This design comes from an exercise in tuning for small area, a short achievable clock period and few clock cycles per item on the open sky130 flow, not from production work. Where RTL was checked, it was by simulation tests only, not by an equivalence proof against the original. Power figures rest on the tool's default switching activity, not on a simulated workload.

==> flow/design.v (excerpt) <==
module edge_period_tachometer #(
	parameter int CHANNELS      = 2,
	parameter int CAPTURE_BITS  = 16,
	parameter int OVERFLOW_BITS = 8
) (
	input  wire                                 clk,
	input  wire                                 arst_n,
	input  wire                                 psel,
	input  wire                                 penable,
	input  wire                                 pwrite,
	input  wire  [etach_pkg::PADDR_W-1:0]       paddr,
	input  wire  [etach_pkg::PDATA_W-1:0]       pwdata,
	output logic [etach_pkg::PDATA_W-1:0]       prdata,
	output logic                                pready,
	input  wire                                 in_valid,
	output logic                                in_ready,
	input  wire                                 operation,
	input  wire                                 channel,
	input  wire  [CAPTURE_BITS-1:0]             capture,
	output logic                                out_valid,
	input  wire                                 out_ready,
	output logic                                result_channel,
	output logic [etach_pkg::REV_W-1:0]         revolutions,
	output logic [etach_pkg::ELAPSED_W-1:0]     elapsed_ticks,
	output logic                                saturated
);
Settings: LEC_CHECK=0, CAP_MARGIN=20, CORE_MARGIN=2, CORE_UTILIZATION=55, CTS_BUF_LIST=sky130_fd_sc_hd__clkbuf_16, CTS_CLUSTER_DIAMETER=80, CTS_CLUSTER_SIZE=25, SETUP_SLACK_MARGIN=4.0, SLEW_MARGIN=20; clock period 7.0 ns.
standard.sh (not shown) runs the stock make flow with config.mk's settings and CLKGATE_MAP_FILE= SYNTH_SCRIPT=/design/flow/synth_recipe.tcl, a recipe that flattens the netlist after the stock synthesis.
==> flow/flow/run.sh <==
#!/bin/bash
# The standard layout, with plain buffers on the ports instead of the
# delay buffers buffer_ports picks by default.
set -euo pipefail
export BUFFER_PORTS_ARGS="-buffer_cell sky130_fd_sc_hd__buf_1"
bash standard.sh > standard_flow.log 2>&1
==> next run, changes <==
--- a/flow/design.v
+++ b/flow/design.v
@@ -238,38 +238,39 @@
 			end else if (p_rdy_q && d_take) begin
 				p_idle_q <= 1'b1;
 				p_rdy_q  <= 1'b0;
 			end else if (p_norm) begin
 				p_mul_q  <= 1'b0;
 				p_rdy_q  <= 1'b1;
 			end
 		end
 	end
-	logic             p_add;
+	logic             p_fin_q;   
 	logic [ACC_W-1:0] p_b;
 	logic [ACC_W-1:0] p_sum;
-	assign p_add = p_mul_q && (p_ovf_q != '0);
-	assign p_b   = p_add ? (p_ovf_q[0] ? ACC_W'(p_sp_q) : ACC_W'(0))
-	                     : ACC_W'({p_acc_q[19:0], 1'b0});
+	assign p_b   = (p_ovf_q[0] ? ACC_W'(p_sp_q) : ACC_W'(0))
+	             | (p_fin_q ? ACC_W'({p_acc_q[19:0], 1'b0}) : ACC_W'(0));
 	assign p_sum = p_acc_q + p_b;
 	always_ff @(posedge clk) begin
 		if (p_load) begin
 			p_ch_q  <= m_channel;
 			p_sat_q <= m_ovf_sat;
 			p_acc_q <= {{(ACC_W-CAPTURE_BITS-1){m_diff[CAPTURE_BITS]}}, m_diff};
 			p_sp_q  <= SP_W'(counter_span);
 			p_ovf_q <= m_ovf;
+			p_fin_q <= (m_ovf == '0);
 		end else begin
-			if (p_add) begin
+			if (!p_fin_q) begin
 				p_acc_q <= p_sum;
 			end
-			p_sp_q  <= p_add ? (p_sp_q << 1) : SP_W'(p_sum);
+			p_sp_q  <= p_fin_q ? SP_W'(p_sum) : (p_sp_q << 1);
 			p_ovf_q <= p_ovf_q >> 1;
+			p_fin_q <= (p_ovf_q[OVERFLOW_BITS-1:1] == '0);
 		end
 		p_m_q    <= n_m;
 		p_zero_q <= n_zero;
 		p_one_q  <= n_one;
 		p_big_q  <= n_big;
 	end
 	logic              d_idle_q, d_run_q, d_done_q;
 	logic              d_ch_q, d_sat_q;
 	logic [23:0]       d_t_q;
Effect:
- via count is lower by 2.6%
- sequential share of layout area is higher by 1.1 points
- total power is lower by 2.9%
- clock-buffer cell count stays the same
- core utilization is lower by 1.7 points
- cell count is lower by 4.3%
- synthesized area is lower by 0.56%
- worst setup slack gains 450 ps
- cell area is lower by 2.7%
- non-clock buffer count is lower by 29
- synthesized cell count is lower by 4.5%
- routed wire length is lower by 2.1%
- global-route usage is lower by 1.3 points
- critical path depth is lower by 3
Function was not checked in any run of this note: the RTL went through the layout flow alone.

---

## run a
edge_period_tachometer, a different RTL version from the one above (not shown whole).
Size in the first run: roughly 2100 cells after synthesis, about 140 I/O pins, ~0.021 sq mm of cells after synthesis.
// edge_period_tachometer
module edge_period_tachometer #(
	parameter int CHANNELS      = 2,
	parameter int CAPTURE_BITS  = 16,
	parameter int OVERFLOW_BITS = 8
) (
	input  wire                                 clk,
	input  wire                                 arst_n,
	input  wire                                 psel,
	input  wire                                 penable,
	input  wire                                 pwrite,
	input  wire  [etach_pkg::PADDR_W-1:0]       paddr,
	input  wire  [etach_pkg::PDATA_W-1:0]       pwdata,
	output logic [etach_pkg::PDATA_W-1:0]       prdata,
	output logic                                pready,
	input  wire                                 in_valid,
	output logic                                in_ready,
	input  wire                                 operation,
	input  wire                                 channel,
	input  wire  [CAPTURE_BITS-1:0]             capture,
	output logic                                out_valid,
	input  wire                                 out_ready,
	output logic                                result_channel,
	output logic [etach_pkg::REV_W-1:0]         revolutions,
	output logic [etach_pkg::ELAPSED_W-1:0]     elapsed_ticks,
	output logic                                saturated
);
clock: 7.0 ns
lec_check: 0
cap_margin: 20
core_margin: 2
core_utilization: 55
cts_buf_list: sky130_fd_sc_hd__clkbuf_16
cts_cluster_diameter: 80
cts_cluster_size: 25
setup_slack_margin: 4.0
slew_margin: 20
Scripts as last shown in full above: flow/flow/run.sh
What run b does differently from run a at the input level:
-- flow/design.v --
<<< run a, line 202
	logic [SP_W-1:0]          p_sp_q;
	logic [OVERFLOW_BITS-1:0] p_ovf_q;
	logic [3:0]               p_m;        
	logic [BL_W-1:0]          p_blt_q;
	logic                     p_div_q;
	logic                     p_zero_q, p_one_q, p_big_q;
	logic                     p_load;
>>> run b, line 202
	logic [SP_W-1:0]          p_sp_q;
	logic [OVERFLOW_BITS-1:0] p_ovf_q;
	logic [3:0]               p_m_q;
	logic                     p_zero_q, p_one_q, p_big_q;
	logic                     p_load;
<<< run a, line 217
	logic [BL_W-1:0]  n_blt;
	logic [BL_W:0]    n_diffbl;
	always_comb begin
		n_neg    = p_acc_q[ACC_W-1];
>>> run b, line 215
	logic [BL_W-1:0]  n_blt;
	logic [BL_W:0]    n_diffbl;
	logic [3:0]       n_m;
	always_comb begin
		n_neg    = p_acc_q[ACC_W-1];
<<< run a, line 225
		n_diffbl = {1'b0, blr_q} - {1'b0, n_blt};
		n_div    = !n_neg && !n_big && !n_one && rnz_q && !n_diffbl[BL_W] && (p_acc_q[23:0] != '0);
	end
	logic [BL_W:0] h_diffbl;
	assign h_diffbl = {1'b0, blr_q} - {1'b0, p_blt_q};
	assign p_m    = p_div_q ? 4'((h_diffbl + 2) >> 1) : 4'd0;
	always_ff @(posedge clk or negedge arst_n) begin
		if (!arst_n) begin
>>> run b, line 224
		n_diffbl = {1'b0, blr_q} - {1'b0, n_blt};
		n_div    = !n_neg && !n_big && !n_one && rnz_q && !n_diffbl[BL_W] && (p_acc_q[23:0] != '0);
		n_m      = n_div ? 4'((n_diffbl + 2) >> 1) : 4'd0;
	end
	always_ff @(posedge clk or negedge arst_n) begin
		if (!arst_n) begin
<<< run a, line 260
			p_ovf_q <= p_ovf_q >> 1;
		end
		p_blt_q  <= n_blt;
		p_div_q  <= n_div;
		p_zero_q <= n_zero;
		p_one_q  <= n_one;
>>> run b, line 257
			p_ovf_q <= p_ovf_q >> 1;
		end
		p_m_q    <= n_m;
		p_zero_q <= n_zero;
		p_one_q  <= n_one;
<<< run a, line 284
	logic [23:0]       h_t;
	assign h_t   = p_zero_q ? 24'd0 : (p_big_q ? ELAPSED_MAX : p_acc_q[23:0]);
	assign h_mm1 = p_m - 4'd1;
	assign h_rem = rm1 >> {p_m, 1'b0};
	assign h_nb  = 2'(rm1 >> {h_mm1, 1'b0});
	always_comb begin
>>> run b, line 280
	logic [23:0]       h_t;
	assign h_t   = p_zero_q ? 24'd0 : (p_big_q ? ELAPSED_MAX : p_acc_q[23:0]);
	assign h_mm1 = p_m_q - 4'd1;
	assign h_rem = rm1 >> {p_m_q, 1'b0};
	assign h_nb  = 2'(rm1 >> {h_mm1, 1'b0});
	always_comb begin
<<< run a, line 345
			if (d_load) begin
				d_idle_q <= 1'b0;
				d_run_q  <= (p_m != 4'd0);
				d_done_q <= (p_m == 4'd0);
			end else if (d_xfer) begin
				d_idle_q <= 1'b1;
>>> run b, line 341
			if (d_load) begin
				d_idle_q <= 1'b0;
				d_run_q  <= (p_m_q != 4'd0);
				d_done_q <= (p_m_q == 4'd0);
			end else if (d_xfer) begin
				d_idle_q <= 1'b1;
Findings:
- Run b finished all stages; the layout is clean.
- Changes observed in run b relative to run a: clock skew climbed 5.8 ps; worst hold slack climbed 4.0 ps; fraction of the mapped netlist area in compound gates climbed 0.29 points; die area dropped 190 sq um; routed wire length dropped about 2%.
- Diff run a -> run b: non-clock buffer count in the final layout rose by 20, sum of internal, switching and leakage power fell by about 43%, area after detailed placement fell by 0.45%, worst-case setup margin in the final layout rose by 38 ps, sequential cell count fell by 2.
- For combinational power, dividing the value from run a by the value from run b gives 2.3.
- On run b: final cell count without fillers is 13 lower than what run a gave.
- A critical path capture point of u_back.d_rem_q[16] is what run a shows, while u_back.p_m_q[2] belongs to run b.
Testbench counts of run b, summed over its fixed seeds: cycles 39,140, items 8,529.
For run a, only the layout was checked, not whether the RTL still works.

==> re-timing with driven ports <==
Ports are ideal in the flow. The routed layouts listed here were re-timed in OpenROAD.
Step 1, drivers: a clkbuf_16 drives clk and a buf_2 each remaining input, both assumed.
Step 2, shift: input delay + t, output delay - t, t = (earliest + latest rising clock arrival at the registers) / 2. This alone moves slack from input paths to output paths.
Slacks: no drivers / after step 1 / after step 2; pairs: no drivers / after step 1.
run | t, ns | setup slack, ns | worst setup path after step 2
the first run of note 1 | 0.625 | 3.350 / 3.350 / 3.350 | register to register
the second run of note 1 | 0.621 | 3.802 / 3.802 / 3.359 | input to register
run a | 0.618 | 3.892 / 3.892 / 3.716 | input to register
run b | 0.615 | 3.930 / 3.930 / 3.497 | input to register
After both steps every run listed still meets setup and hold. The setup slack of the second run of note 1, which loses most, moves by 0.000 ns with the drivers and by -0.443 ns with both steps.
